What follows belongs to an exercise in optimizing a design on an open flow for small area, a short achievable clock period and few clock cycles per item; a production flow would make more cautious choices.
Where RTL was checked, it was by simulation tests only, not by an equivalence proof against the original.

==> job 4799: inputs <==
==> flow/design.v (excerpt) <==
module matrixTpu (
    input  logic         clk,
    input  logic         rst,
    input  logic [13:0]  wrReq,     
    input  logic         start,
    output logic         busy,
    output logic [70:0]  result,    
    output logic         done
);
Settings: LEC_CHECK=0, ABC_CLOCK_PERIOD_IN_PS=2500, CAP_MARGIN=20, CORE_MARGIN=2, CORE_UTILIZATION=40, CTS_CLUSTER_DIAMETER=100, CTS_CLUSTER_SIZE=30, SETUP_SLACK_MARGIN=2.8, SLEW_MARGIN=20; clock period 5.5 ns.
run.sh (not shown) runs the stock make flow with config.mk's settings and CLKGATE_MAP_FILE= SYNTH_SCRIPT=/design/flow/synth_recipe.tcl, a recipe that flattens the netlist after the stock synthesis.
==> job 3984 (differences from job 4799) <==
--- a/flow/design.v
+++ b/flow/design.v
@@ -149,50 +149,74 @@
     logic [3:0] pend;       
     logic       bldG;       
     logic [1:0] curR, nxtK;
     logic [1:0] ptr;        
     logic [1:0] rk;         
     logic       inj, injRep;
     logic [1:0] injRow, injK;
-    assign injRep = bsy && !vld[ptr] && !pend[ptr] && !(c2v && c2r == ptr);
+    assign injRep = bsy && !vld[ptr] && !pend[ptr];
     assign inj    = aAcc || injRep;
     assign injRow = bsy ? ptr : wrAddr[3:2];
     assign injK   = bsy ? rk  : wrAddr[1:0];
     logic        r0v;
     logic [1:0]  r0r, r0k;
     logic [3:0]  r0one, r0two;    
     logic [2:0]  r0neg;
     logic [31:0] r0w;
     logic        p1v;
     logic [1:0]  p1r, p1k;
     logic        p1fresh;    
     logic [63:0] p1s, p1c;
     logic        cmpl;      
-    logic        c2v;       
-    logic [1:0]  c2r;
     assign cmpl = p1v && p1k == 2'd3 && pend[p1r];
+    localparam logic [1:0] InWork = 2'd3;
+    logic [1:0] hold [0:3];
+    logic [1:0] wRow;       
+    logic       wHeld;      
+    logic [2:0] used;
+    logic       copy;       
+    logic [1:0] freeS;
+    assign wHeld = vld[wRow] && hold[wRow] == InWork;
+    always_comb begin
+        for (int t = 0; t < 3; t++) begin
+            used[t] = 1'b0;
+            for (int r = 0; r < 4; r++) begin
+                if (vld[r] && hold[r] == t) used[t] = 1'b1;
+            end
+        end
+    end
+    assign freeS = !used[0] ? 2'd0 : !used[1] ? 2'd1 : 2'd2;
+    assign copy  = wHeld && !(&used);
+    always_ff @(posedge clk) begin
+        if (copy) hold[wRow] <= freeS;
+        if (cmpl) begin
+            hold[p1r] <= InWork;
+            wRow      <= p1r;
+        end
+    end
     always_ff @(posedge clk or posedge rst) begin
         if (rst) begin
             vld  <= '0;
             pend <= '0;
             bldG <= 1'b0;
             curR <= '0;
             nxtK <= '0;
             r0v  <= 1'b0;
             p1v  <= 1'b0;
             rk   <= '0;
         end else begin
             r0v <= inj;
             p1v <= r0v;
             if (injRep) rk <= rk + 2'd1;
+            if (p1v && wHeld && !copy) begin
+                vld[wRow] <= 1'b0;
+            end
             if (cmpl) begin
                 pend[p1r] <= 1'b0;
-            end
-            if (c2v) begin
-                vld[c2r] <= 1'b1;
+                vld[p1r]  <= 1'b1;
             end
             if (inj) begin
                 vld[injRow]  <= 1'b0;
                 pend[injRow] <= 1'b0;
                 if (injK == 2'd0) begin
                     bldG <= 1'b1;
                     curR <= injRow;
@@ -282,43 +306,32 @@
     end
     always_ff @(posedge clk) begin
         if (p1v) begin
             ws <= wsNew;
             wc <= wcNew;
         end
     end
-    logic [63:0] fin;               
-    logic [15:0] acc [0:15];        
+    logic [63:0] fin;
+    logic [63:0] slot [0:2];
     for (genvar c = 0; c < 4; c++) begin : gFin
         logic [16:0] sum;
         assign sum = ws[c*17 +: 17] + {wc[c*4 + 3], 3'd0, wc[c*4 + 2], 3'd0,
                                        wc[c*4 + 1], 3'd0, wc[c*4 + 0], 4'd0};
         assign fin[c*16 +: 16] = sum[16] ? 16'd0 : sum[15:0];    
     end
-    always_ff @(posedge clk or posedge rst) begin
-        if (rst) begin
-            c2v <= 1'b0;
-        end else begin
-            c2v <= cmpl && !wAcc && !(inj && injRow == p1r);
-        end
-    end
     always_ff @(posedge clk) begin
-        c2r <= p1r;
-        if (c2v) begin
-            for (int c = 0; c < 4; c++) begin
-                acc[c2r*4 + c] <= fin[c*16 +: 16];
-            end
-        end
+        if (copy) slot[freeS] <= fin;
     end
     logic        outValid, doneR;
     logic [1:0]  outRow;
     logic [63:0] outData;
-    logic        emit, byp, rowOk;
-    assign byp   = c2v && c2r == ptr;
-    assign rowOk = vld[ptr] || byp;
+    logic        emit, rowOk;
+    logic [1:0]  src;
+    assign rowOk = vld[ptr];
+    assign src   = hold[ptr];
     assign emit = bsy ? rowOk
                       : (startAcc && rowOk && !wAcc && !(aAcc && wrAddr[3:2] == 2'd0));
     always_ff @(posedge clk or posedge rst) begin
         if (rst) begin
             bsy      <= 1'b0;
             ptr      <= '0;
             outValid <= 1'b0;
@@ -332,17 +345,15 @@
                 ptr    <= ptr + 2'd1;
             end
             if (startAcc) bsy <= 1'b1;
             if (emit && ptr == 2'd3) bsy <= 1'b0;
         end
     end
     always_ff @(posedge clk) begin
-        for (int c = 0; c < 4; c++) begin
-            outData[c*16 +: 16] <= byp ? fin[c*16 +: 16] : acc[ptr*4 + c];
-        end
+        outData <= (src == InWork) ? fin : slot[src];
     end
     assign busy   = bsy;
     assign done   = doneR;
     assign result = {outValid, outRow,
                      1'b0, outData[63:48], 1'b0, outData[47:32],
                      1'b0, outData[31:16], 1'b0, outData[15:0]};
 endmodule
==> flow/config.mk (replaced) <==
export PLATFORM = sky130hd
export DESIGN_NAME = matrixTpu
export DESIGN_NICKNAME = matrixTpu
export VERILOG_FILES = /design/flow/design.v
export SDC_FILE = /design/flow/constraint.sdc
export NUM_CORES = 4
export LEC_CHECK = 0
export ABC_CLOCK_PERIOD_IN_PS = 2200
export CAP_MARGIN = 20
export CORE_MARGIN = 2
export CORE_UTILIZATION = 40
export CTS_CLUSTER_DIAMETER = 100
export CTS_CLUSTER_SIZE = 30
export SETUP_SLACK_MARGIN = 3.2
export SLEW_MARGIN = 20
==> job 9669 (differences from job 4799) <==
--- a/flow/design.v
+++ b/flow/design.v
@@ -141,61 +141,133 @@
     assign startAcc = start && !bsy;
     logic [7:0] wMem [0:15];
     logic [6:0] aMem [0:15];
     always_ff @(posedge clk) begin
         if (wAcc) wMem[wrAddr] <= wrData;
         if (aAcc) aMem[wrAddr] <= wrData[6:0];
     end
-    logic [3:0] vld;        
-    logic [3:0] pend;       
-    logic       bldG;       
+    localparam logic [1:0] HOut = 2'd0, HA = 2'd1, HB = 2'd2, HWork = 2'd3;
+    logic [3:0] hv;                 
+    logic [1:0] hr [0:3];           
+    logic [3:0] pend;               
+    logic       bldG;               
     logic [1:0] curR, nxtK;
-    logic [1:0] ptr;        
-    logic [1:0] rk;         
-    logic       inj, injRep;
-    logic [1:0] injRow, injK;
-    assign injRep = bsy && !vld[ptr] && !pend[ptr] && !(c2v && c2r == ptr);
-    assign inj    = aAcc || injRep;
-    assign injRow = bsy ? ptr : wrAddr[3:2];
-    assign injK   = bsy ? rk  : wrAddr[1:0];
+    logic [3:0] em;                 
+    logic [1:0] phase;              
+    logic       emit, load, last;
+    logic [1:0] src, emitRow;
     logic        r0v;
     logic [1:0]  r0r, r0k;
-    logic [3:0]  r0one, r0two;    
+    logic [3:0]  r0one, r0two;      
     logic [2:0]  r0neg;
     logic [31:0] r0w;
     logic        p1v;
     logic [1:0]  p1r, p1k;
-    logic        p1fresh;    
+    logic        p1fresh;           
     logic [63:0] p1s, p1c;
-    logic        cmpl;      
-    logic        c2v;       
-    logic [1:0]  c2r;
+    logic        cmpl;              
     assign cmpl = p1v && p1k == 2'd3 && pend[p1r];
+    logic       copy;
+    logic [1:0] copyTo;
+    assign copyTo = !hv[HOut] ? HOut : !hv[HA] ? HA : HB;
+    assign copy   = hv[HWork] && !(hv[HOut] && hv[HA] && hv[HB]) && !bsy && !startAcc;
+    always_comb begin
+        emit    = 1'b0;
+        load    = 1'b0;
+        src     = HWork;
+        emitRow = hr[HOut];
+        if (!bsy) begin
+            emit = startAcc && hv[HOut] && !wAcc && !(aAcc && wrAddr[3:2] == hr[HOut]);
+        end else begin
+            case (phase)
+                2'd1:    src = HA;
+                2'd2:    src = HB;
+                default: src = HWork;
+            endcase
+            emit    = hv[src];
+            load    = hv[src];
+            emitRow = hr[src];
+        end
+    end
+    logic [1:0] nEm;                
+    assign last = nEm == 2'd3;
+    logic [1:0] rk;                 
+    logic       repOk, repNeed, injRep;
+    logic [1:0] repRow, repRowD;
+    logic [6:0] repA;
+    always_comb begin
+        repNeed = 1'b0;
+        repRow  = '0;
+        for (int r = 3; r >= 0; r--) begin
+            if (!em[r]) begin
+                repNeed = 1'b1;
+                repRow  = r[1:0];
+            end
+        end
+    end
+    logic       injRepD;
+    assign injRep = bsy && phase == 2'd3 && !hv[HWork] && !(|pend) && repNeed
+                    && repOk && repRow == repRowD && !injRepD;
+    logic       inj;
+    logic [1:0] injRow, injK;
+    assign inj    = aAcc || injRep;
+    assign injRow = bsy ? repRow : wrAddr[3:2];
+    assign injK   = bsy ? rk     : wrAddr[1:0];
+    always_ff @(posedge clk) begin
+        repA <= aMem[{repRow, rk}];
+    end
+    logic [1:0] hrNext [0:3];
+    always_comb begin
+        for (int h = 0; h < 4; h++) hrNext[h] = hr[h];
+        if (copy) hrNext[copyTo] = hr[HWork];
+        if (load) hrNext[HOut] = hr[src];
+        if (cmpl) hrNext[HWork] = p1r;
+    end
+    always_ff @(posedge clk) begin
+        if (copy) hr[copyTo] <= hr[HWork];
+        if (load) hr[HOut] <= hr[src];
+        if (cmpl) hr[HWork] <= p1r;
+    end
     always_ff @(posedge clk or posedge rst) begin
         if (rst) begin
-            vld  <= '0;
-            pend <= '0;
-            bldG <= 1'b0;
-            curR <= '0;
-            nxtK <= '0;
-            r0v  <= 1'b0;
-            p1v  <= 1'b0;
-            rk   <= '0;
+            hv      <= '0;
+            pend    <= '0;
+            bldG    <= 1'b0;
+            curR    <= '0;
+            nxtK    <= '0;
+            r0v     <= 1'b0;
+            p1v     <= 1'b0;
+            rk      <= '0;
+            repOk   <= 1'b0;
+            repRowD <= '0;
+            injRepD <= 1'b0;
         end else begin
-            r0v <= inj;
-            p1v <= r0v;
+            r0v     <= inj;
+            p1v     <= r0v;
+            repOk   <= bsy;
+            repRowD <= repRow;
+            injRepD <= injRep;
             if (injRep) rk <= rk + 2'd1;
+            if (p1v) hv[HWork] <= 1'b0;
+            if (copy) begin
+                hv[copyTo] <= 1'b1;
+                hv[HWork]  <= 1'b0;
+            end
+            if (load) begin
+                hv[HOut] <= 1'b1;
+                hv[src]  <= 1'b0;
+            end
             if (cmpl) begin
                 pend[p1r] <= 1'b0;
-            end
-            if (c2v) begin
-                vld[c2r] <= 1'b1;
+                hv[HWork] <= 1'b1;
             end
             if (inj) begin
-                vld[injRow]  <= 1'b0;
+                for (int h = 0; h < 4; h++) begin
+                    if (hrNext[h] == injRow) hv[h] <= 1'b0;
+                end
                 pend[injRow] <= 1'b0;
                 if (injK == 2'd0) begin
                     bldG <= 1'b1;
                     curR <= injRow;
                     nxtK <= 2'd1;
                 end else if (bldG && injRow == curR && injK == nxtK) begin
                     if (injK == 2'd3) begin
@@ -205,25 +277,25 @@
                         nxtK <= injK + 2'd1;
                     end
                 end else begin
                     bldG <= 1'b0;
                 end
             end
             if (wAcc) begin
-                vld  <= '0;
+                hv   <= '0;
                 pend <= '0;
                 bldG <= 1'b0;
             end
         end
     end
     logic [6:0] injA;
     logic [7:0] ax;
     logic [3:0] dOne, dTwo;
     logic [2:0] dNeg;
-    assign injA = bsy ? aMem[{ptr, rk}] : wrData[6:0];
+    assign injA = bsy ? repA : wrData[6:0];
     assign ax   = {1'b0, injA};
     always_comb begin
         for (int i = 0; i < 4; i++) begin
             logic b2, b1, b0;
             b2 = ax[2*i+1];
             b1 = ax[2*i];
             b0 = (i == 0) ? 1'b0 : ax[2*i-1];
@@ -282,66 +354,63 @@
     end
     always_ff @(posedge clk) begin
         if (p1v) begin
             ws <= wsNew;
             wc <= wcNew;
         end
     end
-    logic [63:0] fin;               
-    logic [15:0] acc [0:15];        
+    logic [63:0] fin;
+    logic [63:0] slotA, slotB;
     for (genvar c = 0; c < 4; c++) begin : gFin
         logic [16:0] sum;
         assign sum = ws[c*17 +: 17] + {wc[c*4 + 3], 3'd0, wc[c*4 + 2], 3'd0,
                                        wc[c*4 + 1], 3'd0, wc[c*4 + 0], 4'd0};
         assign fin[c*16 +: 16] = sum[16] ? 16'd0 : sum[15:0];    
     end
-    always_ff @(posedge clk or posedge rst) begin
-        if (rst) begin
-            c2v <= 1'b0;
-        end else begin
-            c2v <= cmpl && !wAcc && !(inj && injRow == p1r);
-        end
-    end
     always_ff @(posedge clk) begin
-        c2r <= p1r;
-        if (c2v) begin
-            for (int c = 0; c < 4; c++) begin
-                acc[c2r*4 + c] <= fin[c*16 +: 16];
-            end
-        end
+        if (copy && copyTo == HA) slotA <= fin;
+        if (copy && copyTo == HB) slotB <= fin;
     end
     logic        outValid, doneR;
     logic [1:0]  outRow;
     logic [63:0] outData;
-    logic        emit, byp, rowOk;
-    assign byp   = c2v && c2r == ptr;
-    assign rowOk = vld[ptr] || byp;
-    assign emit = bsy ? rowOk
-                      : (startAcc && rowOk && !wAcc && !(aAcc && wrAddr[3:2] == 2'd0));
     always_ff @(posedge clk or posedge rst) begin
         if (rst) begin
             bsy      <= 1'b0;
-            ptr      <= '0;
+            em       <= '0;
+            nEm      <= '0;
+            phase    <= '0;
             outValid <= 1'b0;
             outRow   <= '0;
             doneR    <= 1'b0;
         end else begin
             outValid <= emit;
-            doneR    <= emit && ptr == 2'd3;
+            doneR    <= emit && last;
             if (emit) begin
-                outRow <= ptr;
-                ptr    <= ptr + 2'd1;
+                outRow      <= emitRow;
+                em[emitRow] <= 1'b1;
+                nEm         <= nEm + 2'd1;
+            end
+            if (bsy && phase != 2'd3) phase <= phase + 2'd1;
+            if (startAcc) begin
+                bsy   <= 1'b1;
+                phase <= 2'd1;
+            end
+            if (emit && last) begin
+                bsy   <= 1'b0;
+                em    <= '0;
+                phase <= 2'd0;
             end
-            if (startAcc) bsy <= 1'b1;
-            if (emit && ptr == 2'd3) bsy <= 1'b0;
         end
     end
     always_ff @(posedge clk) begin
-        for (int c = 0; c < 4; c++) begin
-            outData[c*16 +: 16] <= byp ? fin[c*16 +: 16] : acc[ptr*4 + c];
+        if (load) begin
+            outData <= (src == HA) ? slotA : (src == HB) ? slotB : fin;
+        end else if (copy && copyTo == HOut) begin
+            outData <= fin;
         end
     end
     assign busy   = bsy;
     assign done   = doneR;
     assign result = {outValid, outRow,
                      1'b0, outData[63:48], 1'b0, outData[47:32],
                      1'b0, outData[31:16], 1'b0, outData[15:0]};
==> flow/config.mk (replaced) <==
export PLATFORM = sky130hd
export DESIGN_NAME = matrixTpu
export DESIGN_NICKNAME = matrixTpu
export VERILOG_FILES = /design/flow/design.v
export SDC_FILE = /design/flow/constraint.sdc
export NUM_CORES = 4
export LEC_CHECK = 0
export ABC_AREA = 1
export ABC_CLOCK_PERIOD_IN_PS = 2200
export CAP_MARGIN = 20
export CORE_MARGIN = 2
export CORE_UTILIZATION = 50
export CTS_CLUSTER_DIAMETER = 100
export CTS_CLUSTER_SIZE = 30
export SETUP_SLACK_MARGIN = 3.2
export SLEW_MARGIN = 20
==> comparison table <==
	job 4799	job 3984	job 9669
CP Data Required Time	5.75 ns	6.05 ns	5.89 ns
Post-synthesis area per instance	15.2 sq um	13.5 sq um	10.3 sq um
Share of flip-flops with an asynchronous set or reset after synthesis	3.02%	3.10%	4.70%
Peak clock frequency supported by timing	373 MHz	402 MHz	424 MHz
Vias	18,734	20,518	23,516
CORE AREA	91,200 sq um	86,500 sq um	69,800 sq um
Outcome	complete, no violations	complete, no violations	complete, no violations
Share of cell area taken by flip-flops and latches	56.2%	49.9%	50.7%
Layout net count	2,689	3,037	3,745
Max FFs per register	256	192	128
Fillers	7,977	7,472	5,936
Layout clock buffers	56	50	46
Met3 track utilization from global routing	1.96%	2.33%	2.18%
Top-area cell type share of the netlist area	47.5%	44.8%	44.7%
Count of flip-flops and latches	829	774	723
Testbench counts of job 3984, summed over its fixed seeds: cycles 2,944, jobs 128.
Testbench counts of job 9669, summed over its fixed seeds: cycles 2,944, jobs 128.
Only the layout flow was run in job 4799; the RTL was not checked for function there.

re-timing with driven ports:
No port has a modelled driver above. Below, the same layouts with a new extraction and two added sets of constraints. Step 1: set_driving_cell puts a clkbuf_16 on clk and a buf_2 on each other input, an assumption about the parent block. Step 2 times the ports against the registers' clock, not the clock port: input delays grow and output delays shrink by t, the midpoint of the rising clock arrivals with the driver on. Three values: no drivers, after step 1, after step 2; two values: the first two.
run	t (ns)	slack for setup (ns)	worst setup path at the end	worst register clock-pin slew, ns	worst slew at a driven data input, ns
job 4799	0.641	2.821 / 2.814 / 2.220	input to register	0.12 / 0.12	0.06
job 3984	0.655	3.011 / 3.011 / 2.596	input to register	0.12 / 0.12	0.09
job 9669	0.688	3.141 / 3.133 / 2.671	input to register	0.12 / 0.12	0.06
After both steps every run listed still meets setup and hold. For job 4799, which loses most, drivers alone change the setup slack by -0.007 ns; drivers and shift together by -0.601 ns.
